This is an optimization exercise on Yosys and OpenROAD, whose aim is small area, a short achievable clock period and few clock cycles per item, not a production implementation. The RTL was checked by simulation tests, not by an equivalence proof against the original design. Power and IR drop assume default switching activity.

==> flow/design.v <==
package skf_pkg;
  localparam int unsigned SampleW  = 16;
  localparam int unsigned EstW     = 32;
  localparam int unsigned CovW     = 32;
  localparam int unsigned FracW    = 24;
  localparam int unsigned CfgIdxW  = 2;
  localparam int unsigned CfgDataW = 32;
  localparam logic [CfgIdxW-1:0] CFG_PROCESS_NOISE      = 2'd0;
  localparam logic [CfgIdxW-1:0] CFG_MEASUREMENT_NOISE  = 2'd1;
  localparam logic [CfgIdxW-1:0] CFG_INITIAL_COVARIANCE = 2'd2;
  localparam logic [CovW-1:0] ProcessNoiseRst      = 32'd16777;
  localparam logic [CovW-1:0] MeasurementNoiseRst  = 32'd9110028;
  localparam logic [CovW-1:0] InitialCovarianceRst = 32'd335544;
endpackage
module skf_bk32 (
  input  logic [31:0] a,
  input  logic [31:0] b,
  input  logic ci,
  output logic [31:0] s,
  output logic co
);
  logic [31:0] p0, g0;
  assign p0 = a ^ b;
  assign g0 = a & b;
  logic gc0;
  assign gc0 = g0[0] | (p0[0] & ci);
  logic gg1, pp1;
  assign gg1 = g0[1] | (p0[1] & gc0);
  assign pp1 = p0[1] & p0[0];
  logic gg2, pp2;
  assign gg2 = g0[3] | (p0[3] & g0[2]);
  assign pp2 = p0[3] & p0[2];
  logic gg3, pp3;
  assign gg3 = g0[5] | (p0[5] & g0[4]);
  assign pp3 = p0[5] & p0[4];
  logic gg4, pp4;
  assign gg4 = g0[7] | (p0[7] & g0[6]);
  assign pp4 = p0[7] & p0[6];
  logic gg5, pp5;
  assign gg5 = g0[9] | (p0[9] & g0[8]);
  assign pp5 = p0[9] & p0[8];
  logic gg6, pp6;
  assign gg6 = g0[11] | (p0[11] & g0[10]);
  assign pp6 = p0[11] & p0[10];
  logic gg7, pp7;
  assign gg7 = g0[13] | (p0[13] & g0[12]);
  assign pp7 = p0[13] & p0[12];
  logic gg8, pp8;
  assign gg8 = g0[15] | (p0[15] & g0[14]);
  assign pp8 = p0[15] & p0[14];
  logic gg9, pp9;
  assign gg9 = g0[17] | (p0[17] & g0[16]);
  assign pp9 = p0[17] & p0[16];
  logic gg10, pp10;
  assign gg10 = g0[19] | (p0[19] & g0[18]);
  assign pp10 = p0[19] & p0[18];
  logic gg11, pp11;
  assign gg11 = g0[21] | (p0[21] & g0[20]);
  assign pp11 = p0[21] & p0[20];
  logic gg12, pp12;
  assign gg12 = g0[23] | (p0[23] & g0[22]);
  assign pp12 = p0[23] & p0[22];
  logic gg13, pp13;
  assign gg13 = g0[25] | (p0[25] & g0[24]);
  assign pp13 = p0[25] & p0[24];
  logic gg14, pp14;
  assign gg14 = g0[27] | (p0[27] & g0[26]);
  assign pp14 = p0[27] & p0[26];
  logic gg15, pp15;
  assign gg15 = g0[29] | (p0[29] & g0[28]);
  assign pp15 = p0[29] & p0[28];
  logic gg16, pp16;
  assign gg16 = g0[31] | (p0[31] & g0[30]);
  assign pp16 = p0[31] & p0[30];
  logic gg17, pp17;
  assign gg17 = gg2 | (pp2 & gg1);
  assign pp17 = pp2 & pp1;
  logic gg18, pp18;
  assign gg18 = gg4 | (pp4 & gg3);
  assign pp18 = pp4 & pp3;
  logic gg19, pp19;
  assign gg19 = gg6 | (pp6 & gg5);
  assign pp19 = pp6 & pp5;
  logic gg20, pp20;
  assign gg20 = gg8 | (pp8 & gg7);
  assign pp20 = pp8 & pp7;
  logic gg21, pp21;
  assign gg21 = gg10 | (pp10 & gg9);
  assign pp21 = pp10 & pp9;
  logic gg22, pp22;
  assign gg22 = gg12 | (pp12 & gg11);
  assign pp22 = pp12 & pp11;
  logic gg23, pp23;
  assign gg23 = gg14 | (pp14 & gg13);
  assign pp23 = pp14 & pp13;
  logic gg24, pp24;
  assign gg24 = gg16 | (pp16 & gg15);
  assign pp24 = pp16 & pp15;
  logic gg25, pp25;
  assign gg25 = gg18 | (pp18 & gg17);
  assign pp25 = pp18 & pp17;
  logic gg26, pp26;
  assign gg26 = gg20 | (pp20 & gg19);
  assign pp26 = pp20 & pp19;
  logic gg27, pp27;
  assign gg27 = gg22 | (pp22 & gg21);
  assign pp27 = pp22 & pp21;
  logic gg28, pp28;
  assign gg28 = gg24 | (pp24 & gg23);
  assign pp28 = pp24 & pp23;
  logic gg29, pp29;
  assign gg29 = gg26 | (pp26 & gg25);
  assign pp29 = pp26 & pp25;
  logic gg30, pp30;
  assign gg30 = gg28 | (pp28 & gg27);
  assign pp30 = pp28 & pp27;
  logic gg31, pp31;
  assign gg31 = gg30 | (pp30 & gg29);
  assign pp31 = pp30 & pp29;
  logic gg32, pp32;
  assign gg32 = gg27 | (pp27 & gg29);
  assign pp32 = pp27 & pp29;
  logic gg33, pp33;
  assign gg33 = gg19 | (pp19 & gg25);
  assign pp33 = pp19 & pp25;
  logic gg34, pp34;
  assign gg34 = gg21 | (pp21 & gg29);
  assign pp34 = pp21 & pp29;
  logic gg35, pp35;
  assign gg35 = gg23 | (pp23 & gg32);
  assign pp35 = pp23 & pp32;
  logic gg36, pp36;
  assign gg36 = gg3 | (pp3 & gg17);
  assign pp36 = pp3 & pp17;
  logic gg37, pp37;
  assign gg37 = gg5 | (pp5 & gg25);
  assign pp37 = pp5 & pp25;
  logic gg38, pp38;
  assign gg38 = gg7 | (pp7 & gg33);
  assign pp38 = pp7 & pp33;
  logic gg39, pp39;
  assign gg39 = gg9 | (pp9 & gg29);
  assign pp39 = pp9 & pp29;
  logic gg40, pp40;
  assign gg40 = gg11 | (pp11 & gg34);
  assign pp40 = pp11 & pp34;
  logic gg41, pp41;
  assign gg41 = gg13 | (pp13 & gg32);
  assign pp41 = pp13 & pp32;
  logic gg42, pp42;
  assign gg42 = gg15 | (pp15 & gg35);
  assign pp42 = pp15 & pp35;
  logic gg43, pp43;
  assign gg43 = g0[2] | (p0[2] & gg1);
  assign pp43 = p0[2] & pp1;
  logic gg44, pp44;
  assign gg44 = g0[4] | (p0[4] & gg17);
  assign pp44 = p0[4] & pp17;
  logic gg45, pp45;
  assign gg45 = g0[6] | (p0[6] & gg36);
  assign pp45 = p0[6] & pp36;
  logic gg46, pp46;
  assign gg46 = g0[8] | (p0[8] & gg25);
  assign pp46 = p0[8] & pp25;
  logic gg47, pp47;
  assign gg47 = g0[10] | (p0[10] & gg37);
  assign pp47 = p0[10] & pp37;
  logic gg48, pp48;
  assign gg48 = g0[12] | (p0[12] & gg33);
  assign pp48 = p0[12] & pp33;
  logic gg49, pp49;
  assign gg49 = g0[14] | (p0[14] & gg38);
  assign pp49 = p0[14] & pp38;
  logic gg50, pp50;
  assign gg50 = g0[16] | (p0[16] & gg29);
  assign pp50 = p0[16] & pp29;
  logic gg51, pp51;
  assign gg51 = g0[18] | (p0[18] & gg39);
  assign pp51 = p0[18] & pp39;
  logic gg52, pp52;
  assign gg52 = g0[20] | (p0[20] & gg34);
  assign pp52 = p0[20] & pp34;
  logic gg53, pp53;
  assign gg53 = g0[22] | (p0[22] & gg40);
  assign pp53 = p0[22] & pp40;
  logic gg54, pp54;
  assign gg54 = g0[24] | (p0[24] & gg32);
  assign pp54 = p0[24] & pp32;
  logic gg55, pp55;
  assign gg55 = g0[26] | (p0[26] & gg41);
  assign pp55 = p0[26] & pp41;
  logic gg56, pp56;
  assign gg56 = g0[28] | (p0[28] & gg35);
  assign pp56 = p0[28] & pp35;
  logic gg57, pp57;
  assign gg57 = g0[30] | (p0[30] & gg42);
  assign pp57 = p0[30] & pp42;
  logic [32:0] c;
  assign c[0] = ci;
  assign c[1] = gc0;
  assign c[2] = gg1;
  assign c[3] = gg43;
  assign c[4] = gg17;
  assign c[5] = gg44;
  assign c[6] = gg36;
  assign c[7] = gg45;
  assign c[8] = gg25;
  assign c[9] = gg46;
  assign c[10] = gg37;
  assign c[11] = gg47;
  assign c[12] = gg33;
  assign c[13] = gg48;
  assign c[14] = gg38;
  assign c[15] = gg49;
  assign c[16] = gg29;
  assign c[17] = gg50;
  assign c[18] = gg39;
  assign c[19] = gg51;
  assign c[20] = gg34;
  assign c[21] = gg52;
  assign c[22] = gg40;
  assign c[23] = gg53;
  assign c[24] = gg32;
  assign c[25] = gg54;
  assign c[26] = gg41;
  assign c[27] = gg55;
  assign c[28] = gg35;
  assign c[29] = gg56;
  assign c[30] = gg42;
  assign c[31] = gg57;
  assign c[32] = gg31;
  assign s  = p0 ^ c[31:0];
  assign co = c[32];
endmodule
module skf_bk34 (
  input  logic [33:0] a,
  input  logic [33:0] b,
  input  logic ci,
  output logic [33:0] s,
  output logic co
);
  logic [33:0] p0, g0;
  assign p0 = a ^ b;
  assign g0 = a & b;
  logic gc0;
  assign gc0 = g0[0] | (p0[0] & ci);
  logic gg1, pp1;
  assign gg1 = g0[1] | (p0[1] & gc0);
  assign pp1 = p0[1] & p0[0];
  logic gg2, pp2;
  assign gg2 = g0[3] | (p0[3] & g0[2]);
  assign pp2 = p0[3] & p0[2];
  logic gg3, pp3;
  assign gg3 = g0[5] | (p0[5] & g0[4]);
  assign pp3 = p0[5] & p0[4];
  logic gg4, pp4;
  assign gg4 = g0[7] | (p0[7] & g0[6]);
  assign pp4 = p0[7] & p0[6];
  logic gg5, pp5;
  assign gg5 = g0[9] | (p0[9] & g0[8]);
  assign pp5 = p0[9] & p0[8];
  logic gg6, pp6;
  assign gg6 = g0[11] | (p0[11] & g0[10]);
  assign pp6 = p0[11] & p0[10];
  logic gg7, pp7;
  assign gg7 = g0[13] | (p0[13] & g0[12]);
  assign pp7 = p0[13] & p0[12];
  logic gg8, pp8;
  assign gg8 = g0[15] | (p0[15] & g0[14]);
  assign pp8 = p0[15] & p0[14];
  logic gg9, pp9;
  assign gg9 = g0[17] | (p0[17] & g0[16]);
  assign pp9 = p0[17] & p0[16];
  logic gg10, pp10;
  assign gg10 = g0[19] | (p0[19] & g0[18]);
  assign pp10 = p0[19] & p0[18];
  logic gg11, pp11;
  assign gg11 = g0[21] | (p0[21] & g0[20]);
  assign pp11 = p0[21] & p0[20];
  logic gg12, pp12;
  assign gg12 = g0[23] | (p0[23] & g0[22]);
  assign pp12 = p0[23] & p0[22];
  logic gg13, pp13;
  assign gg13 = g0[25] | (p0[25] & g0[24]);
  assign pp13 = p0[25] & p0[24];
  logic gg14, pp14;
  assign gg14 = g0[27] | (p0[27] & g0[26]);
  assign pp14 = p0[27] & p0[26];
  logic gg15, pp15;
  assign gg15 = g0[29] | (p0[29] & g0[28]);
  assign pp15 = p0[29] & p0[28];
  logic gg16, pp16;
  assign gg16 = g0[31] | (p0[31] & g0[30]);
  assign pp16 = p0[31] & p0[30];
  logic gg17, pp17;
  assign gg17 = g0[33] | (p0[33] & g0[32]);
  assign pp17 = p0[33] & p0[32];
  logic gg18, pp18;
  assign gg18 = gg2 | (pp2 & gg1);
  assign pp18 = pp2 & pp1;
  logic gg19, pp19;
  assign gg19 = gg4 | (pp4 & gg3);
  assign pp19 = pp4 & pp3;
  logic gg20, pp20;
  assign gg20 = gg6 | (pp6 & gg5);
  assign pp20 = pp6 & pp5;
  logic gg21, pp21;
  assign gg21 = gg8 | (pp8 & gg7);
  assign pp21 = pp8 & pp7;
  logic gg22, pp22;
  assign gg22 = gg10 | (pp10 & gg9);
  assign pp22 = pp10 & pp9;
  logic gg23, pp23;
  assign gg23 = gg12 | (pp12 & gg11);
  assign pp23 = pp12 & pp11;
  logic gg24, pp24;
  assign gg24 = gg14 | (pp14 & gg13);
  assign pp24 = pp14 & pp13;
  logic gg25, pp25;
  assign gg25 = gg16 | (pp16 & gg15);
  assign pp25 = pp16 & pp15;
  logic gg26, pp26;
  assign gg26 = gg19 | (pp19 & gg18);
  assign pp26 = pp19 & pp18;
  logic gg27, pp27;
  assign gg27 = gg21 | (pp21 & gg20);
  assign pp27 = pp21 & pp20;
  logic gg28, pp28;
  assign gg28 = gg23 | (pp23 & gg22);
  assign pp28 = pp23 & pp22;
  logic gg29, pp29;
  assign gg29 = gg25 | (pp25 & gg24);
  assign pp29 = pp25 & pp24;
  logic gg30, pp30;
  assign gg30 = gg27 | (pp27 & gg26);
  assign pp30 = pp27 & pp26;
  logic gg31, pp31;
  assign gg31 = gg29 | (pp29 & gg28);
  assign pp31 = pp29 & pp28;
  logic gg32, pp32;
  assign gg32 = gg31 | (pp31 & gg30);
  assign pp32 = pp31 & pp30;
  logic gg33, pp33;
  assign gg33 = gg28 | (pp28 & gg30);
  assign pp33 = pp28 & pp30;
  logic gg34, pp34;
  assign gg34 = gg20 | (pp20 & gg26);
  assign pp34 = pp20 & pp26;
  logic gg35, pp35;
  assign gg35 = gg22 | (pp22 & gg30);
  assign pp35 = pp22 & pp30;
  logic gg36, pp36;
  assign gg36 = gg24 | (pp24 & gg33);
  assign pp36 = pp24 & pp33;
  logic gg37, pp37;
  assign gg37 = gg3 | (pp3 & gg18);
  assign pp37 = pp3 & pp18;
  logic gg38, pp38;
  assign gg38 = gg5 | (pp5 & gg26);
  assign pp38 = pp5 & pp26;
  logic gg39, pp39;
  assign gg39 = gg7 | (pp7 & gg34);
  assign pp39 = pp7 & pp34;
  logic gg40, pp40;
  assign gg40 = gg9 | (pp9 & gg30);
  assign pp40 = pp9 & pp30;
  logic gg41, pp41;
  assign gg41 = gg11 | (pp11 & gg35);
  assign pp41 = pp11 & pp35;
  logic gg42, pp42;
  assign gg42 = gg13 | (pp13 & gg33);
  assign pp42 = pp13 & pp33;
  logic gg43, pp43;
  assign gg43 = gg15 | (pp15 & gg36);
  assign pp43 = pp15 & pp36;
  logic gg44, pp44;
  assign gg44 = gg17 | (pp17 & gg32);
  assign pp44 = pp17 & pp32;
  logic gg45, pp45;
  assign gg45 = g0[2] | (p0[2] & gg1);
  assign pp45 = p0[2] & pp1;
  logic gg46, pp46;
  assign gg46 = g0[4] | (p0[4] & gg18);
  assign pp46 = p0[4] & pp18;
  logic gg47, pp47;
  assign gg47 = g0[6] | (p0[6] & gg37);
  assign pp47 = p0[6] & pp37;
  logic gg48, pp48;
  assign gg48 = g0[8] | (p0[8] & gg26);
  assign pp48 = p0[8] & pp26;
  logic gg49, pp49;
  assign gg49 = g0[10] | (p0[10] & gg38);
  assign pp49 = p0[10] & pp38;
  logic gg50, pp50;
  assign gg50 = g0[12] | (p0[12] & gg34);
  assign pp50 = p0[12] & pp34;
  logic gg51, pp51;
  assign gg51 = g0[14] | (p0[14] & gg39);
  assign pp51 = p0[14] & pp39;
  logic gg52, pp52;
  assign gg52 = g0[16] | (p0[16] & gg30);
  assign pp52 = p0[16] & pp30;
  logic gg53, pp53;
  assign gg53 = g0[18] | (p0[18] & gg40);
  assign pp53 = p0[18] & pp40;
  logic gg54, pp54;
  assign gg54 = g0[20] | (p0[20] & gg35);
  assign pp54 = p0[20] & pp35;
  logic gg55, pp55;
  assign gg55 = g0[22] | (p0[22] & gg41);
  assign pp55 = p0[22] & pp41;
  logic gg56, pp56;
  assign gg56 = g0[24] | (p0[24] & gg33);
  assign pp56 = p0[24] & pp33;
  logic gg57, pp57;
  assign gg57 = g0[26] | (p0[26] & gg42);
  assign pp57 = p0[26] & pp42;
  logic gg58, pp58;
  assign gg58 = g0[28] | (p0[28] & gg36);
  assign pp58 = p0[28] & pp36;
  logic gg59, pp59;
  assign gg59 = g0[30] | (p0[30] & gg43);
  assign pp59 = p0[30] & pp43;
  logic gg60, pp60;
  assign gg60 = g0[32] | (p0[32] & gg32);
  assign pp60 = p0[32] & pp32;
  logic [34:0] c;
  assign c[0] = ci;
  assign c[1] = gc0;
  assign c[2] = gg1;
  assign c[3] = gg45;
  assign c[4] = gg18;
  assign c[5] = gg46;
  assign c[6] = gg37;
  assign c[7] = gg47;
  assign c[8] = gg26;
  assign c[9] = gg48;
  assign c[10] = gg38;
  assign c[11] = gg49;
  assign c[12] = gg34;
  assign c[13] = gg50;
  assign c[14] = gg39;
  assign c[15] = gg51;
  assign c[16] = gg30;
  assign c[17] = gg52;
  assign c[18] = gg40;
  assign c[19] = gg53;
  assign c[20] = gg35;
  assign c[21] = gg54;
  assign c[22] = gg41;
  assign c[23] = gg55;
  assign c[24] = gg33;
  assign c[25] = gg56;
  assign c[26] = gg42;
  assign c[27] = gg57;
  assign c[28] = gg36;
  assign c[29] = gg58;
  assign c[30] = gg43;
  assign c[31] = gg59;
  assign c[32] = gg32;
  assign c[33] = gg60;
  assign c[34] = gg44;
  assign s  = p0 ^ c[33:0];
  assign co = c[34];
endmodule
module skf_bk35 (
  input  logic [34:0] a,
  input  logic [34:0] b,
  input  logic ci,
  output logic [34:0] s,
  output logic co
);
  logic [34:0] p0, g0;
  assign p0 = a ^ b;
  assign g0 = a & b;
  logic gc0;
  assign gc0 = g0[0] | (p0[0] & ci);
  logic gg1, pp1;
  assign gg1 = g0[1] | (p0[1] & gc0);
  assign pp1 = p0[1] & p0[0];
  logic gg2, pp2;
  assign gg2 = g0[3] | (p0[3] & g0[2]);
  assign pp2 = p0[3] & p0[2];
  logic gg3, pp3;
  assign gg3 = g0[5] | (p0[5] & g0[4]);
  assign pp3 = p0[5] & p0[4];
  logic gg4, pp4;
  assign gg4 = g0[7] | (p0[7] & g0[6]);
  assign pp4 = p0[7] & p0[6];
  logic gg5, pp5;
  assign gg5 = g0[9] | (p0[9] & g0[8]);
  assign pp5 = p0[9] & p0[8];
  logic gg6, pp6;
  assign gg6 = g0[11] | (p0[11] & g0[10]);
  assign pp6 = p0[11] & p0[10];
  logic gg7, pp7;
  assign gg7 = g0[13] | (p0[13] & g0[12]);
  assign pp7 = p0[13] & p0[12];
  logic gg8, pp8;
  assign gg8 = g0[15] | (p0[15] & g0[14]);
  assign pp8 = p0[15] & p0[14];
  logic gg9, pp9;
  assign gg9 = g0[17] | (p0[17] & g0[16]);
  assign pp9 = p0[17] & p0[16];
  logic gg10, pp10;
  assign gg10 = g0[19] | (p0[19] & g0[18]);
  assign pp10 = p0[19] & p0[18];
  logic gg11, pp11;
  assign gg11 = g0[21] | (p0[21] & g0[20]);
  assign pp11 = p0[21] & p0[20];
  logic gg12, pp12;
  assign gg12 = g0[23] | (p0[23] & g0[22]);
  assign pp12 = p0[23] & p0[22];
  logic gg13, pp13;
  assign gg13 = g0[25] | (p0[25] & g0[24]);
  assign pp13 = p0[25] & p0[24];
  logic gg14, pp14;
  assign gg14 = g0[27] | (p0[27] & g0[26]);
  assign pp14 = p0[27] & p0[26];
  logic gg15, pp15;
  assign gg15 = g0[29] | (p0[29] & g0[28]);
  assign pp15 = p0[29] & p0[28];
  logic gg16, pp16;
  assign gg16 = g0[31] | (p0[31] & g0[30]);
  assign pp16 = p0[31] & p0[30];
  logic gg17, pp17;
  assign gg17 = g0[33] | (p0[33] & g0[32]);
  assign pp17 = p0[33] & p0[32];
  logic gg18, pp18;
  assign gg18 = gg2 | (pp2 & gg1);
  assign pp18 = pp2 & pp1;
  logic gg19, pp19;
  assign gg19 = gg4 | (pp4 & gg3);
  assign pp19 = pp4 & pp3;
  logic gg20, pp20;
  assign gg20 = gg6 | (pp6 & gg5);
  assign pp20 = pp6 & pp5;
  logic gg21, pp21;
  assign gg21 = gg8 | (pp8 & gg7);
  assign pp21 = pp8 & pp7;
  logic gg22, pp22;
  assign gg22 = gg10 | (pp10 & gg9);
  assign pp22 = pp10 & pp9;
  logic gg23, pp23;
  assign gg23 = gg12 | (pp12 & gg11);
  assign pp23 = pp12 & pp11;
  logic gg24, pp24;
  assign gg24 = gg14 | (pp14 & gg13);
  assign pp24 = pp14 & pp13;
  logic gg25, pp25;
  assign gg25 = gg16 | (pp16 & gg15);
  assign pp25 = pp16 & pp15;
  logic gg26, pp26;
  assign gg26 = gg19 | (pp19 & gg18);
  assign pp26 = pp19 & pp18;
  logic gg27, pp27;
  assign gg27 = gg21 | (pp21 & gg20);
  assign pp27 = pp21 & pp20;
  logic gg28, pp28;
  assign gg28 = gg23 | (pp23 & gg22);
  assign pp28 = pp23 & pp22;
  logic gg29, pp29;
  assign gg29 = gg25 | (pp25 & gg24);
  assign pp29 = pp25 & pp24;
  logic gg30, pp30;
  assign gg30 = gg27 | (pp27 & gg26);
  assign pp30 = pp27 & pp26;
  logic gg31, pp31;
  assign gg31 = gg29 | (pp29 & gg28);
  assign pp31 = pp29 & pp28;
  logic gg32, pp32;
  assign gg32 = gg31 | (pp31 & gg30);
  assign pp32 = pp31 & pp30;
  logic gg33, pp33;
  assign gg33 = gg28 | (pp28 & gg30);
  assign pp33 = pp28 & pp30;
  logic gg34, pp34;
  assign gg34 = gg20 | (pp20 & gg26);
  assign pp34 = pp20 & pp26;
  logic gg35, pp35;
  assign gg35 = gg22 | (pp22 & gg30);
  assign pp35 = pp22 & pp30;
  logic gg36, pp36;
  assign gg36 = gg24 | (pp24 & gg33);
  assign pp36 = pp24 & pp33;
  logic gg37, pp37;
  assign gg37 = gg3 | (pp3 & gg18);
  assign pp37 = pp3 & pp18;
  logic gg38, pp38;
  assign gg38 = gg5 | (pp5 & gg26);
  assign pp38 = pp5 & pp26;
  logic gg39, pp39;
  assign gg39 = gg7 | (pp7 & gg34);
  assign pp39 = pp7 & pp34;
  logic gg40, pp40;
  assign gg40 = gg9 | (pp9 & gg30);
  assign pp40 = pp9 & pp30;
  logic gg41, pp41;
  assign gg41 = gg11 | (pp11 & gg35);
  assign pp41 = pp11 & pp35;
  logic gg42, pp42;
  assign gg42 = gg13 | (pp13 & gg33);
  assign pp42 = pp13 & pp33;
  logic gg43, pp43;
  assign gg43 = gg15 | (pp15 & gg36);
  assign pp43 = pp15 & pp36;
  logic gg44, pp44;
  assign gg44 = gg17 | (pp17 & gg32);
  assign pp44 = pp17 & pp32;
  logic gg45, pp45;
  assign gg45 = g0[2] | (p0[2] & gg1);
  assign pp45 = p0[2] & pp1;
  logic gg46, pp46;
  assign gg46 = g0[4] | (p0[4] & gg18);
  assign pp46 = p0[4] & pp18;
  logic gg47, pp47;
  assign gg47 = g0[6] | (p0[6] & gg37);
  assign pp47 = p0[6] & pp37;
  logic gg48, pp48;
  assign gg48 = g0[8] | (p0[8] & gg26);
  assign pp48 = p0[8] & pp26;
  logic gg49, pp49;
  assign gg49 = g0[10] | (p0[10] & gg38);
  assign pp49 = p0[10] & pp38;
  logic gg50, pp50;
  assign gg50 = g0[12] | (p0[12] & gg34);
  assign pp50 = p0[12] & pp34;
  logic gg51, pp51;
  assign gg51 = g0[14] | (p0[14] & gg39);
  assign pp51 = p0[14] & pp39;
  logic gg52, pp52;
  assign gg52 = g0[16] | (p0[16] & gg30);
  assign pp52 = p0[16] & pp30;
  logic gg53, pp53;
  assign gg53 = g0[18] | (p0[18] & gg40);
  assign pp53 = p0[18] & pp40;
  logic gg54, pp54;
  assign gg54 = g0[20] | (p0[20] & gg35);
  assign pp54 = p0[20] & pp35;
  logic gg55, pp55;
  assign gg55 = g0[22] | (p0[22] & gg41);
  assign pp55 = p0[22] & pp41;
  logic gg56, pp56;
  assign gg56 = g0[24] | (p0[24] & gg33);
  assign pp56 = p0[24] & pp33;
  logic gg57, pp57;
  assign gg57 = g0[26] | (p0[26] & gg42);
  assign pp57 = p0[26] & pp42;
  logic gg58, pp58;
  assign gg58 = g0[28] | (p0[28] & gg36);
  assign pp58 = p0[28] & pp36;
  logic gg59, pp59;
  assign gg59 = g0[30] | (p0[30] & gg43);
  assign pp59 = p0[30] & pp43;
  logic gg60, pp60;
  assign gg60 = g0[32] | (p0[32] & gg32);
  assign pp60 = p0[32] & pp32;
  logic gg61, pp61;
  assign gg61 = g0[34] | (p0[34] & gg44);
  assign pp61 = p0[34] & pp44;
  logic [35:0] c;
  assign c[0] = ci;
  assign c[1] = gc0;
  assign c[2] = gg1;
  assign c[3] = gg45;
  assign c[4] = gg18;
  assign c[5] = gg46;
  assign c[6] = gg37;
  assign c[7] = gg47;
  assign c[8] = gg26;
  assign c[9] = gg48;
  assign c[10] = gg38;
  assign c[11] = gg49;
  assign c[12] = gg34;
  assign c[13] = gg50;
  assign c[14] = gg39;
  assign c[15] = gg51;
  assign c[16] = gg30;
  assign c[17] = gg52;
  assign c[18] = gg40;
  assign c[19] = gg53;
  assign c[20] = gg35;
  assign c[21] = gg54;
  assign c[22] = gg41;
  assign c[23] = gg55;
  assign c[24] = gg33;
  assign c[25] = gg56;
  assign c[26] = gg42;
  assign c[27] = gg57;
  assign c[28] = gg36;
  assign c[29] = gg58;
  assign c[30] = gg43;
  assign c[31] = gg59;
  assign c[32] = gg32;
  assign c[33] = gg60;
  assign c[34] = gg44;
  assign c[35] = gg61;
  assign s  = p0 ^ c[34:0];
  assign co = c[35];
endmodule
module skf_bk36 (
  input  logic [35:0] a,
  input  logic [35:0] b,
  input  logic ci,
  output logic [35:0] s,
  output logic co
);
  logic [35:0] p0, g0;
  assign p0 = a ^ b;
  assign g0 = a & b;
  logic gc0;
  assign gc0 = g0[0] | (p0[0] & ci);
  logic gg1, pp1;
  assign gg1 = g0[1] | (p0[1] & gc0);
  assign pp1 = p0[1] & p0[0];
  logic gg2, pp2;
  assign gg2 = g0[3] | (p0[3] & g0[2]);
  assign pp2 = p0[3] & p0[2];
  logic gg3, pp3;
  assign gg3 = g0[5] | (p0[5] & g0[4]);
  assign pp3 = p0[5] & p0[4];
  logic gg4, pp4;
  assign gg4 = g0[7] | (p0[7] & g0[6]);
  assign pp4 = p0[7] & p0[6];
  logic gg5, pp5;
  assign gg5 = g0[9] | (p0[9] & g0[8]);
  assign pp5 = p0[9] & p0[8];
  logic gg6, pp6;
  assign gg6 = g0[11] | (p0[11] & g0[10]);
  assign pp6 = p0[11] & p0[10];
  logic gg7, pp7;
  assign gg7 = g0[13] | (p0[13] & g0[12]);
  assign pp7 = p0[13] & p0[12];
  logic gg8, pp8;
  assign gg8 = g0[15] | (p0[15] & g0[14]);
  assign pp8 = p0[15] & p0[14];
  logic gg9, pp9;
  assign gg9 = g0[17] | (p0[17] & g0[16]);
  assign pp9 = p0[17] & p0[16];
  logic gg10, pp10;
  assign gg10 = g0[19] | (p0[19] & g0[18]);
  assign pp10 = p0[19] & p0[18];
  logic gg11, pp11;
  assign gg11 = g0[21] | (p0[21] & g0[20]);
  assign pp11 = p0[21] & p0[20];
  logic gg12, pp12;
  assign gg12 = g0[23] | (p0[23] & g0[22]);
  assign pp12 = p0[23] & p0[22];
  logic gg13, pp13;
  assign gg13 = g0[25] | (p0[25] & g0[24]);
  assign pp13 = p0[25] & p0[24];
  logic gg14, pp14;
  assign gg14 = g0[27] | (p0[27] & g0[26]);
  assign pp14 = p0[27] & p0[26];
  logic gg15, pp15;
  assign gg15 = g0[29] | (p0[29] & g0[28]);
  assign pp15 = p0[29] & p0[28];
  logic gg16, pp16;
  assign gg16 = g0[31] | (p0[31] & g0[30]);
  assign pp16 = p0[31] & p0[30];
  logic gg17, pp17;
  assign gg17 = g0[33] | (p0[33] & g0[32]);
  assign pp17 = p0[33] & p0[32];
  logic gg18, pp18;
  assign gg18 = g0[35] | (p0[35] & g0[34]);
  assign pp18 = p0[35] & p0[34];
  logic gg19, pp19;
  assign gg19 = gg2 | (pp2 & gg1);
  assign pp19 = pp2 & pp1;
  logic gg20, pp20;
  assign gg20 = gg4 | (pp4 & gg3);
  assign pp20 = pp4 & pp3;
  logic gg21, pp21;
  assign gg21 = gg6 | (pp6 & gg5);
  assign pp21 = pp6 & pp5;
  logic gg22, pp22;
  assign gg22 = gg8 | (pp8 & gg7);
  assign pp22 = pp8 & pp7;
  logic gg23, pp23;
  assign gg23 = gg10 | (pp10 & gg9);
  assign pp23 = pp10 & pp9;
  logic gg24, pp24;
  assign gg24 = gg12 | (pp12 & gg11);
  assign pp24 = pp12 & pp11;
  logic gg25, pp25;
  assign gg25 = gg14 | (pp14 & gg13);
  assign pp25 = pp14 & pp13;
  logic gg26, pp26;
  assign gg26 = gg16 | (pp16 & gg15);
  assign pp26 = pp16 & pp15;
  logic gg27, pp27;
  assign gg27 = gg18 | (pp18 & gg17);
  assign pp27 = pp18 & pp17;
  logic gg28, pp28;
  assign gg28 = gg20 | (pp20 & gg19);
  assign pp28 = pp20 & pp19;
  logic gg29, pp29;
  assign gg29 = gg22 | (pp22 & gg21);
  assign pp29 = pp22 & pp21;
  logic gg30, pp30;
  assign gg30 = gg24 | (pp24 & gg23);
  assign pp30 = pp24 & pp23;
  logic gg31, pp31;
  assign gg31 = gg26 | (pp26 & gg25);
  assign pp31 = pp26 & pp25;
  logic gg32, pp32;
  assign gg32 = gg29 | (pp29 & gg28);
  assign pp32 = pp29 & pp28;
  logic gg33, pp33;
  assign gg33 = gg31 | (pp31 & gg30);
  assign pp33 = pp31 & pp30;
  logic gg34, pp34;
  assign gg34 = gg33 | (pp33 & gg32);
  assign pp34 = pp33 & pp32;
  logic gg35, pp35;
  assign gg35 = gg30 | (pp30 & gg32);
  assign pp35 = pp30 & pp32;
  logic gg36, pp36;
  assign gg36 = gg21 | (pp21 & gg28);
  assign pp36 = pp21 & pp28;
  logic gg37, pp37;
  assign gg37 = gg23 | (pp23 & gg32);
  assign pp37 = pp23 & pp32;
  logic gg38, pp38;
  assign gg38 = gg25 | (pp25 & gg35);
  assign pp38 = pp25 & pp35;
  logic gg39, pp39;
  assign gg39 = gg27 | (pp27 & gg34);
  assign pp39 = pp27 & pp34;
  logic gg40, pp40;
  assign gg40 = gg3 | (pp3 & gg19);
  assign pp40 = pp3 & pp19;
  logic gg41, pp41;
  assign gg41 = gg5 | (pp5 & gg28);
  assign pp41 = pp5 & pp28;
  logic gg42, pp42;
  assign gg42 = gg7 | (pp7 & gg36);
  assign pp42 = pp7 & pp36;
  logic gg43, pp43;
  assign gg43 = gg9 | (pp9 & gg32);
  assign pp43 = pp9 & pp32;
  logic gg44, pp44;
  assign gg44 = gg11 | (pp11 & gg37);
  assign pp44 = pp11 & pp37;
  logic gg45, pp45;
  assign gg45 = gg13 | (pp13 & gg35);
  assign pp45 = pp13 & pp35;
  logic gg46, pp46;
  assign gg46 = gg15 | (pp15 & gg38);
  assign pp46 = pp15 & pp38;
  logic gg47, pp47;
  assign gg47 = gg17 | (pp17 & gg34);
  assign pp47 = pp17 & pp34;
  logic gg48, pp48;
  assign gg48 = g0[2] | (p0[2] & gg1);
  assign pp48 = p0[2] & pp1;
  logic gg49, pp49;
  assign gg49 = g0[4] | (p0[4] & gg19);
  assign pp49 = p0[4] & pp19;
  logic gg50, pp50;
  assign gg50 = g0[6] | (p0[6] & gg40);
  assign pp50 = p0[6] & pp40;
  logic gg51, pp51;
  assign gg51 = g0[8] | (p0[8] & gg28);
  assign pp51 = p0[8] & pp28;
  logic gg52, pp52;
  assign gg52 = g0[10] | (p0[10] & gg41);
  assign pp52 = p0[10] & pp41;
  logic gg53, pp53;
  assign gg53 = g0[12] | (p0[12] & gg36);
  assign pp53 = p0[12] & pp36;
  logic gg54, pp54;
  assign gg54 = g0[14] | (p0[14] & gg42);
  assign pp54 = p0[14] & pp42;
  logic gg55, pp55;
  assign gg55 = g0[16] | (p0[16] & gg32);
  assign pp55 = p0[16] & pp32;
  logic gg56, pp56;
  assign gg56 = g0[18] | (p0[18] & gg43);
  assign pp56 = p0[18] & pp43;
  logic gg57, pp57;
  assign gg57 = g0[20] | (p0[20] & gg37);
  assign pp57 = p0[20] & pp37;
  logic gg58, pp58;
  assign gg58 = g0[22] | (p0[22] & gg44);
  assign pp58 = p0[22] & pp44;
  logic gg59, pp59;
  assign gg59 = g0[24] | (p0[24] & gg35);
  assign pp59 = p0[24] & pp35;
  logic gg60, pp60;
  assign gg60 = g0[26] | (p0[26] & gg45);
  assign pp60 = p0[26] & pp45;
  logic gg61, pp61;
  assign gg61 = g0[28] | (p0[28] & gg38);
  assign pp61 = p0[28] & pp38;
  logic gg62, pp62;
  assign gg62 = g0[30] | (p0[30] & gg46);
  assign pp62 = p0[30] & pp46;
  logic gg63, pp63;
  assign gg63 = g0[32] | (p0[32] & gg34);
  assign pp63 = p0[32] & pp34;
  logic gg64, pp64;
  assign gg64 = g0[34] | (p0[34] & gg47);
  assign pp64 = p0[34] & pp47;
  logic [36:0] c;
  assign c[0] = ci;
  assign c[1] = gc0;
  assign c[2] = gg1;
  assign c[3] = gg48;
  assign c[4] = gg19;
  assign c[5] = gg49;
  assign c[6] = gg40;
  assign c[7] = gg50;
  assign c[8] = gg28;
  assign c[9] = gg51;
  assign c[10] = gg41;
  assign c[11] = gg52;
  assign c[12] = gg36;
  assign c[13] = gg53;
  assign c[14] = gg42;
  assign c[15] = gg54;
  assign c[16] = gg32;
  assign c[17] = gg55;
  assign c[18] = gg43;
  assign c[19] = gg56;
  assign c[20] = gg37;
  assign c[21] = gg57;
  assign c[22] = gg44;
  assign c[23] = gg58;
  assign c[24] = gg35;
  assign c[25] = gg59;
  assign c[26] = gg45;
  assign c[27] = gg60;
  assign c[28] = gg38;
  assign c[29] = gg61;
  assign c[30] = gg46;
  assign c[31] = gg62;
  assign c[32] = gg34;
  assign c[33] = gg63;
  assign c[34] = gg47;
  assign c[35] = gg64;
  assign c[36] = gg39;
  assign s  = p0 ^ c[35:0];
  assign co = c[36];
endmodule
module scalar_kalman_filter (
  input  logic                          clk_i,
  input  logic                          rst_ni,
  input  logic                          sample_valid_i,
  output logic                          sample_ready_o,
  input  logic [skf_pkg::SampleW-1:0]   sample_i,
  output logic                          estimate_valid_o,
  input  logic                          estimate_ready_i,
  output logic [skf_pkg::EstW-1:0]      estimate_o,
  input  logic                          cfg_valid_i,
  output logic                          cfg_ready_o,
  input  logic [skf_pkg::CfgIdxW-1:0]   cfg_index_i,
  input  logic [skf_pkg::CfgDataW-1:0]  cfg_data_i
);
  logic [31:0] q_q, r_q, p_q;
  logic [31:0] x_q;
  logic        out_valid_q;
  logic        bvalid_q;
  logic [15:0] b_q;
  localparam int S_IDLE = 0, S_DEN = 1, S_DIV = 2, S_ACC = 3, S_FIN = 4;
  logic [4:0]  pst_q;
  logic [3:0]  pcnt_q;
  logic [31:0] pp_q, den_q, rem_q;
  logic [24:0] qr_q;
  logic [34:0] a_q;        
  logic [20:0] us_q, uc_q;  
  logic        zero_q;
  logic        qvalid_q;    
  logic        conv_q;      
  logic        chk_q;       
  localparam logic [1:0] X_IDLE = 2'd0, X_MUL = 2'd1, X_FIN = 2'd2;
  logic [1:0]  xst_q;
  logic [2:0]  xcnt_q;
  logic [32:0] d_q;
  logic [24:0] kx_q;
  logic [14:0] bsel_q;      
  logic        first_q;
  logic        xfin_q;      
  logic [32:0] acc_q;
  logic [5:0]  lo_q;
  logic [33:0] alu_a, alu_b, alu_s;
  logic [31:0] alu_sat;
  logic        alu_ci;
  logic [33:0] f_a, f_b, f_c, f_s, f_c2;
  assign f_a  = {2'b00, pp_q};
  assign f_b  = ~{2'b00, us_q, a_q[34:24]};
  assign f_c  = ~{2'b00, uc_q, 11'd0};
  assign f_s  = f_a ^ f_b ^ f_c;
  assign f_c2 = {((f_a[32:0] & f_b[32:0]) | (f_a[32:0] & f_c[32:0]) | (f_b[32:0] & f_c[32:0])), 1'b1};
  assign alu_a  = ({34{pst_q[S_IDLE]}} & {2'b00, p_q}) |
                  ({34{pst_q[S_DEN]}}  & {2'b00, pp_q}) |
                  ({34{pst_q[S_FIN]}}  & f_s);
  assign alu_b  = ({34{pst_q[S_IDLE]}} & {2'b00, q_q}) |
                  ({34{pst_q[S_DEN]}}  & {2'b00, r_q}) |
                  ({34{pst_q[S_FIN]}}  & f_c2);
  assign alu_ci = pst_q[S_FIN] & (a_q[23:0] == 24'd0);
  assign alu_s  = alu_a + alu_b + {33'd0, alu_ci};
  assign alu_sat = alu_s[32] ? 32'hFFFF_FFFF : alu_s[31:0];
  logic int_bit, zero_n;
  assign zero_n  = (pp_q == 32'd0) && (r_q == 32'd0);
  assign int_bit = ((r_q == 32'd0) || (pp_q == 32'hFFFF_FFFF)) && !zero_n;
  logic peq, start;
  assign peq   = chk_q && (den_q == p_q);
  assign start = pst_q[S_IDLE] && bvalid_q && !qvalid_q && !conv_q && !peq;
  logic [33:0] rem4;
  logic [34:0] s1, s2, s3, t_x, t_y, t_z, t_s, t_c;
  logic [35:0] t_sum;
  logic [1:0]  qd;
  logic [31:0] rem_n;
  assign rem4  = {rem_q, 2'b00};
  skf_bk35 u_s1 (.a({1'b0, rem4}), .b(~{3'b000, den_q}), .ci(1'b1), .s(s1), .co());
  skf_bk35 u_s2 (.a({1'b0, rem4}), .b(~{2'b00, den_q, 1'b0}), .ci(1'b1), .s(s2), .co());
  assign t_x   = {1'b0, rem4};
  assign t_y   = ~{2'b00, den_q, 1'b0};
  assign t_z   = ~{3'b000, den_q};
  assign t_s   = t_x ^ t_y ^ t_z;
  assign t_c   = (t_x & t_y) | (t_x & t_z) | (t_y & t_z);
  skf_bk36 u_s3 (.a({t_s, 1'b1}), .b({t_c[33:0], 2'b11}), .ci(1'b0), .s(t_sum), .co());
  assign s3    = t_sum[35:1];
  always_comb begin
    if (zero_q)        begin qd = 2'd0; rem_n = rem4[31:0]; end
    else if (!s3[34])  begin qd = 2'd3; rem_n = s3[31:0];   end
    else if (!s2[34])  begin qd = 2'd2; rem_n = s2[31:0];   end
    else if (!s1[34])  begin qd = 2'd1; rem_n = s1[31:0];   end
    else               begin qd = 2'd0; rem_n = rem4[31:0]; end
  end
  logic [34:0] ax, ay, az, as_, ac;
  logic [35:0] alo;
  assign ax  = {a_q[32:0], 2'b00};
  assign ay  = qr_q[1] ? {2'b00, pp_q, 1'b0} : 35'd0;
  assign az  = qr_q[0] ? {3'b000, pp_q} : 35'd0;
  assign as_ = ax ^ ay ^ az;
  assign ac  = (ax & ay) | (ax & az) | (ay & az);
  skf_bk36 u_alo (.a({1'b0, as_}), .b({ac, 1'b0}), .ci(1'b0), .s(alo), .co());
  logic        kready, fin_ok, dload;
  logic [32:0] r33;
  logic [32:0] dl_a, dl_b, dl_c, dl_s, dl_cy;
  logic [33:0] dl_sum;
  logic [31:0] x_n;
  assign kready = qvalid_q || conv_q;
  assign fin_ok = !out_valid_q || estimate_ready_i;
  assign dload  = bvalid_q && kready &&
                  ((xst_q == X_IDLE) || (xfin_q && fin_ok));
  assign r33 = xfin_q ? {acc_q[26:0], lo_q} : 33'd0;
  assign dl_a  = {b_q[15], b_q, 16'h0000};
  assign dl_b  = ~{x_q[31], x_q};
  assign dl_c  = ~r33;
  assign dl_s  = dl_a ^ dl_b ^ dl_c;
  assign dl_cy = (dl_a & dl_b) | (dl_a & dl_c) | (dl_b & dl_c);
  skf_bk34 u_dadd (.a({dl_s, 1'b1}), .b({dl_cy[31:0], 1'b1, 1'b1}), .ci(1'b0),
                   .s(dl_sum), .co());
  skf_bk32 u_xadd (.a(x_q), .b({acc_q[25:0], lo_q}), .ci(1'b0), .s(x_n), .co());
  function automatic logic [14:0] booth5(input logic [9:0] k, input logic km1);
    logic [10:0] kk;
    kk = {k, km1};
    for (int i = 0; i < 5; i++) begin
      booth5[3*i+2] = kk[2*i+2] && !(kk[2*i+1] && kk[2*i]);
      booth5[3*i+1] = (kk[2*i+2] && !kk[2*i+1] && !kk[2*i]) ||
                      (!kk[2*i+2] && kk[2*i+1] && kk[2*i]);
      booth5[3*i]   = kk[2*i+1] ^ kk[2*i];
    end
  endfunction
  localparam int MW = 44;
  logic [MW-1:0] dw, pp [5];
  logic [4:0]    pneg;
  logic [MW-1:0] m_acc, l1s, l1c, l2s, l2c, l3s, l3c, l4s, l4c;
  logic [MW:0]   m_sum;
  always_comb begin
    dw = {{(MW-33){d_q[32]}}, d_q};
    for (int i = 0; i < 5; i++) begin
      logic [MW-1:0] m;
      m = ({MW{bsel_q[3*i]}} & dw) | ({MW{bsel_q[3*i+1]}} & {dw[MW-2:0], 1'b0});
      m = m ^ {MW{bsel_q[3*i+2]}};
      pneg[i] = bsel_q[3*i+2];
      pp[i] = (m << (2*i)) | ({MW{pneg[i]}} & ((MW'(1) << (2*i)) - MW'(1)));
    end
    m_acc = first_q ? '0 : {{(MW-33){acc_q[32]}}, acc_q};
    l1s = m_acc ^ pp[0] ^ pp[1];
    l1c = {((m_acc & pp[0]) | (m_acc & pp[1]) | (pp[0] & pp[1])), pneg[0]};
    l2s = pp[2] ^ pp[3] ^ pp[4];
    l2c = {((pp[2] & pp[3]) | (pp[2] & pp[4]) | (pp[3] & pp[4])), pneg[1]};
    l3s = l1s ^ l1c ^ l2s;
    l3c = {((l1s & l1c) | (l1s & l2s) | (l1c & l2s)), pneg[2]};
    l4s = l3s ^ l3c ^ l2c;
    l4c = {((l3s & l3c) | (l3s & l2c) | (l3c & l2c)), pneg[3]};
    m_sum = {l4s, 1'b1} + {l4c, pneg[4]};
  end
  always_ff @(posedge clk_i or negedge rst_ni) begin
    if (!rst_ni) begin
      q_q         <= skf_pkg::ProcessNoiseRst;
      r_q         <= skf_pkg::MeasurementNoiseRst;
      p_q         <= skf_pkg::InitialCovarianceRst;
      x_q         <= '0;
      out_valid_q <= 1'b0;
      bvalid_q    <= 1'b0;
      pst_q       <= 5'b00001;
      pcnt_q      <= '0;
      qvalid_q    <= 1'b0;
      conv_q      <= 1'b0;
      chk_q       <= 1'b0;
      xst_q       <= X_IDLE;
      xfin_q      <= 1'b0;
      xcnt_q      <= '0;
    end else begin
      if (sample_valid_i && !bvalid_q) bvalid_q <= 1'b1;
      else if (dload)                  bvalid_q <= 1'b0;
      chk_q <= pst_q[S_FIN];
      if (peq) conv_q <= 1'b1;
      if (start) pst_q <= 5'b00010;
      if (pst_q[S_DEN]) begin
        pst_q  <= 5'b00100;
        pcnt_q <= '0;
      end
      if (pst_q[S_DIV]) begin
        pcnt_q <= pcnt_q + 4'd1;
        if (pcnt_q == 4'd11) begin
          pst_q    <= 5'b01000;
          qvalid_q <= 1'b1;
        end
      end
      if (pst_q[S_ACC]) pst_q <= 5'b10000;
      if (pst_q[S_FIN]) begin
        pst_q <= 5'b00001;
        p_q   <= alu_s[31:0];
      end
      if (dload && !(pst_q[S_DIV] && pcnt_q == 4'd11)) qvalid_q <= 1'b0;
      unique case (xst_q)
        X_IDLE: if (dload) begin xst_q <= X_MUL; xcnt_q <= '0; end
        X_MUL: begin
          xcnt_q <= xcnt_q + 3'd1;
          if (xcnt_q == 3'd2) begin
            xst_q  <= X_FIN;
            xfin_q <= 1'b1;
          end
        end
        X_FIN: if (fin_ok) begin
          xfin_q <= 1'b0;
          x_q    <= x_n;
          xst_q  <= dload ? X_MUL : X_IDLE;
          xcnt_q <= '0;
        end
        default: xst_q <= X_IDLE;
      endcase
      if (xst_q == X_FIN && fin_ok) out_valid_q <= 1'b1;
      else if (estimate_ready_i)     out_valid_q <= 1'b0;
      if (cfg_valid_i) begin
        unique case (cfg_index_i)
          skf_pkg::CFG_PROCESS_NOISE:      q_q <= cfg_data_i;
          skf_pkg::CFG_MEASUREMENT_NOISE:  r_q <= cfg_data_i;
          skf_pkg::CFG_INITIAL_COVARIANCE: p_q <= cfg_data_i;
          default: ;
        endcase
        if (cfg_index_i != 2'd3) begin
          conv_q   <= 1'b0;
          qvalid_q <= 1'b0;
        end
      end
    end
  end
  always_ff @(posedge clk_i) begin
    if (sample_valid_i && !bvalid_q) b_q <= sample_i;
    if (pst_q[S_IDLE]) pp_q <= alu_sat;
    if (pst_q[S_DEN]) begin
      den_q  <= alu_sat;
      zero_q <= zero_n;
    end else if (pst_q[S_FIN]) begin
      den_q  <= p_q;
    end
    rem_q <= pst_q[S_DEN] ? (int_bit ? 32'd0 : pp_q) : rem_n;
    if (pst_q[S_DEN])      qr_q <= {24'd0, int_bit};
    else if (pst_q[S_DIV]) qr_q <= {qr_q[22:0], qd};
    if (pst_q[S_DEN]) begin
      a_q  <= '0;
      us_q <= '0;
      uc_q <= '0;
    end else begin
      a_q  <= alo[34:0];
      us_q <= {us_q[18:0], a_q[34:33]};
      uc_q <= {uc_q[18:0], 1'b0, alo[35]};
    end
    first_q <= dload;
    if (dload) begin
      d_q    <= dl_sum[33:1];
      kx_q   <= qr_q;
      bsel_q <= booth5(qr_q[9:0], 1'b0);
    end else begin
      kx_q   <= {10'd0, kx_q[24:10]};
      bsel_q <= booth5(kx_q[19:10], kx_q[9]);
    end
    if (xst_q == X_MUL) begin
      acc_q <= m_sum[43:11];
      lo_q  <= m_sum[10:5];
    end
  end
  assign sample_ready_o   = !bvalid_q;
  assign cfg_ready_o      = 1'b1;
  assign estimate_valid_o = out_valid_q;
  assign estimate_o       = x_q;
endmodule
==> flow/run.sh <==
#!/bin/bash
# synth_recipe.tcl (not shown) runs the flow's synth.tcl, then flattens the netlist and writes it again
# the make line also repeats each setting of config.mk as NAME=value (left out here)
make -C /OpenROAD-flow-scripts/flow DESIGN_CONFIG=/design/flow/config.mk WORK_HOME=/design/flow/orfs CLKGATE_MAP_FILE= SYNTH_SCRIPT=/design/flow/synth_recipe.tcl finish
==> flow/config.mk <==
export PLATFORM = sky130hd
export DESIGN_NAME = scalar_kalman_filter
export DESIGN_NICKNAME = scalar_kalman_filter
export VERILOG_FILES = /design/flow/design.v
export SDC_FILE = /design/flow/constraint.sdc
export NUM_CORES = 4
export LEC_CHECK = 0
export ABC_AREA = 1
export CAP_MARGIN = 20
export CORE_MARGIN = 2
export CORE_UTILIZATION = 40
export SLEW_MARGIN = 20
==> flow/constraint.sdc <==
create_clock -name core_clock -period 5.0 [get_ports {clk_i}]
set_input_delay 1.0000 -clock core_clock [delete_from_list [all_inputs] [get_ports {clk_i}]]
set_output_delay 1.0000 -clock core_clock [all_outputs]
set_load 0.01 [all_outputs]
==> run summary <==
## power by group through the flow
stage	combinational, mW	clock, mW	sequential, mW
CTS	3.67	4.35	4.66
floorplan	2.35	0	4.69
global placement	3.56	0	4.73
finish	3.63	4.29	4.67
global route	4.15	4.50	4.71
detailed placement	3.64	0	4.73
## cell type report
cell class | instances | area [um^2]
Clock buffer | 70 | 1525
Clock inverter | 34 | 369.1
Fill cell | 10320 | 57120
Inverter | 848 | 3199
Multi-Input combinational cell | 3628 | 26230
Sequential cell | 457 | 11470
Tap cell | 1380 | 1727
Timing Repair Buffer | 180 | 1710
## registers in the layout (all words and copies together), names as in the netlist, 21 cells and up
register	cells
a_q	35
acc_q	33
d_q	33
den_q	32
p_q	32
pp_q	32
q_q	32
r_q	32
rem_q	32
x_q	32
qr_q	25
us_q	21
## through the flow
stage               power, mW   TNS, ns  instance area, um^2
detailed placement      8.374         0                44300
global route            13.36  -0.01157                46230
finish                  12.59         0                46230
CTS                     12.69         0                46190
global placement        8.299         0                44300
floorplan               7.041         0                41600
## synthesized netlist by cell type, drive strengths merged, types with 44 or more instances
cell	instances
nand2	1125
inv	812
nor2	357
fa	340
ha	311
xor2	264
o21ai	258
a21oi	224
o22ai	171
dfxtp	155
edfxtp	154
nand3	148
dfrtp	125
clkbuf	119
xnor2	80
buf	56
o211ai	46
a22oi	44
## metal layers
metal,GRT usage [%],vias to the layer above,share of wire (%)
li1,-,16640,-
met1,30.74,16750,41
met2,43.36,1112,49
met3,2.465,297,4.8
met4,11.45,0,5.4
met5,0,-,0
## timing repair
item                       in CTS  in global routing
resized for setup               0                  9
setup buffers                   0                  0
hold endpoints to repair        0                  0
setup endpoints to repair       0                  6
## kinds of logic (layout without fill, tap and decap cells)
kind of cell               count (synthesis)  count (layout)  synth area share (%)
and+or+nand+nor                         1751            1751                 17.30
xor gates and xnor gates                 344             344                 7.242
buffers and inverters                   1023            1132                 9.558
adders and majority gates                651             651                 25.71
DFF                                      457             457                 27.55
AOI/OAI and AO/OA                        881             881                 12.63
other                                      1               1              0.009014
## path summary, 6_finish.rpt
path / from / endpoint / slack (ns) / cells after the start
min in group core_clock: qr_q[24] / kx_q[24] / 0.42 / 2
setup / recovery: d_q[1] / acc_q[23] / 0.23 / 20
hold reg to reg: qr_q[24] / kx_q[24] / 0.42 / 2
max in group asynchronous: rst_ni / x_q[22] / 3.39 / 2
setup reg to reg: d_q[1] / acc_q[23] / 0.23 / 20
hold / removal: rst_ni / q_q[30] / 0.33 / 1
## worst max-delay path, cell delays in order, from the launching register on
cell and delay [ns]:
edfxtp_1 0.32, clkinv_1 0.24, o22ai_1 0.38, xor2_1 0.23, fa_1 0.49, fa_1 0.52, inv_1 0.05, fa_1 0.45
ha_1 0.34, nand2_1 0.06, o21ai_1 0.38, nand2_1 0.09, nand2_1 0.17, nand2_1 0.08, nand2_1 0.10, buf_4 0.15
nand3_1 0.07, nand2b_1 0.12, nand3_1 0.10, nand3_1 0.09, nand2_1 0.05
## placed cells by master, fill, tap and decap left out, drive strengths merged, types with 42 or more instances in the layout
cell type,n
nand2,1125
clkinv,49
xor2,264
dfxtp,155
a22oi,44
o21ai,258
inv,820
o22ai,171
a21oi,224
dfrtp,125
o211ai,46
xnor2,80
ha,311
clkbuf,70
nor2,357
nand3,148
edfxtp,154
a31oi,42
buf,93
clkdlybuf4s50,87
fa,340
==> impl_metrics.csv <==
group,metric,value,unit
outcome,status,"finished clean",
synthesis,synth_area_per_cell,8.145,um^2
floorplanning,initial_core_util,40.26,%
synthesis,yosys_register_bits,457,
cts,clk_latency,0.66,ns
synthesis,async_flop_share,32.39,%
grt,grt_pass1_vias,35240,
pwr,switching_share,33.37,%
floorplanning,die_w,326.5,um
pwr,p_leak,22.21,nW
placed_design,dp_cells,6493,
sta,finalCritPeriodShare,95.48,%
synthesis,ys_warn_count,2,
floorplanning,core,103300,um^2
final_layout,drive_gt1_share,6.038,%
cts,cts.clk_slew.worst_paths,0.06,ns
cts,clkSinkCount,457,
sta,finalHoldViolations,0,
critical_path,criticalPathCategory,"reg2reg",
cts,cts_made_buffers,55,
pwr,p_clk_share,34.1,%
routing,routed_wl,131500,um
sta,fmax,209.5,MHz
routing,dr.pass1.iters,5,
critical_path,crit_fanout,10,
floorplanning,rows,118,
critical_path,worstPathRequired,5.39,ns
cts,hold_buffers,0,
sta,max-slew-margin-rel,28.31,%
sta,fin_ws,0.2258,ns
grt,grt_max_degree,80,
worst_hold_path,hold_class,"in2async",
synthesis,synth_edf_count,154,
sta,period_needed,4.774,ns
grt,overflow,0,
synthesis,yosysTopAreaCell,"fa_1",
routing,drtAntennaViolNets,0,
routing,vias,34800,
synthesis,yosysUniqueCellTypes,70,
synthesis,synthCells,5108,
cts,cts_tree,"built",
sta,finalMaxSlewViolations,0,
pwr,combPwrFrac,28.8,%
sta,fin_skew,0.03420,ns
sta,worstMarginPinSlew,1.074,ns
critical_path,crit_arrival,5.17,ns
final_layout,final_cell_count_no_fill,6597,
synthesis,synth_area_leaders,"fa_1 (16%), edfxtp_1 (11%), nand2_1 (9.8%)",
placed_design,portBuffers,88,
synthesis,synth_area,41600,um^2
pwr,p_switching,4.200,mW
flow_run,drv_cap,0,
routing,routed_via_density,5.275,
critical_path,cp-end-kind,"flop",
floorplanning,die_area,106600,um^2
cts,cts_root_buf,"clkbuf_16",
pwr,ir_drop,0.0003372,V
pwr,seq_power_share,37.1,%
grt,antenna_found_initial,0,
routing,first_iter_violations,2639,
grt,grtUsageTotal,24.77,%
sta,setup_viol,0,
synthesis,synth_flop_cell,"dfxtp_1",
cts,clockBufferDepth,3,
critical_path,startpoint_type,"flop",
sta,whs,0.3329,ns
final_layout,nets,5876,
pwr,cellPowerDensity,272.3,nW/um^2
placed_design,dp_slack,0.2272,ns
final_layout,fin_util,44.73,%
pwr,power.internal,8.386,mW
final_layout,diodes,0,
routing,wl_per_cell,19.94,um
floorplanning,io-pin-count,90,
grt,grt_pass1_wl,205100,um
floorplanning,die_h,326.5,um
synthesis,synth-seq-area-share,27.55,%
synthesis,yosysTopAreaCellShare,16.36,%
placed_design,place_congestion,0.9920,
routing,post-route-drc-count,0,
cts,htree_levels,2,
final_layout,area_growth,11.12,%
synthesis,syn-num-nets,5814,
placed_design,hpwl,103100,um
Testbench counts, summed over its fixed seeds: cycles 41,068, items 4,800.

-- port drivers added, routing unchanged --
No port has a modelled driver above. Below, the same layout with a new extraction and two added sets of constraints.
Step 1, drivers: a clkbuf_16 drives clk_i and a buf_2 each remaining input, both assumed.
Step 2 adds t to the input delays and takes it off the output delays; t is the mean of the earliest and latest rising clock arrival at the registers after step 1. Input paths then give back, and output paths get back, about the clock's delay inside the block.
Three values: ideal ports, drivers, drivers and shift; two values: the first two.
t (ns): 0.712
setup WS [ns]: 0.226 / 0.226 / 0.226
worst hold slack (ns): 0.333 / 0.304 / 0.425
clock arrival spread, ns: 0.034 / 0.035
slew at the worst register clock pin (ns): 0.07 / 0.07
After both steps this run still meets setup and hold. For this run, drivers alone change the setup slack by 0.000 ns; drivers and shift together by 0.000 ns.
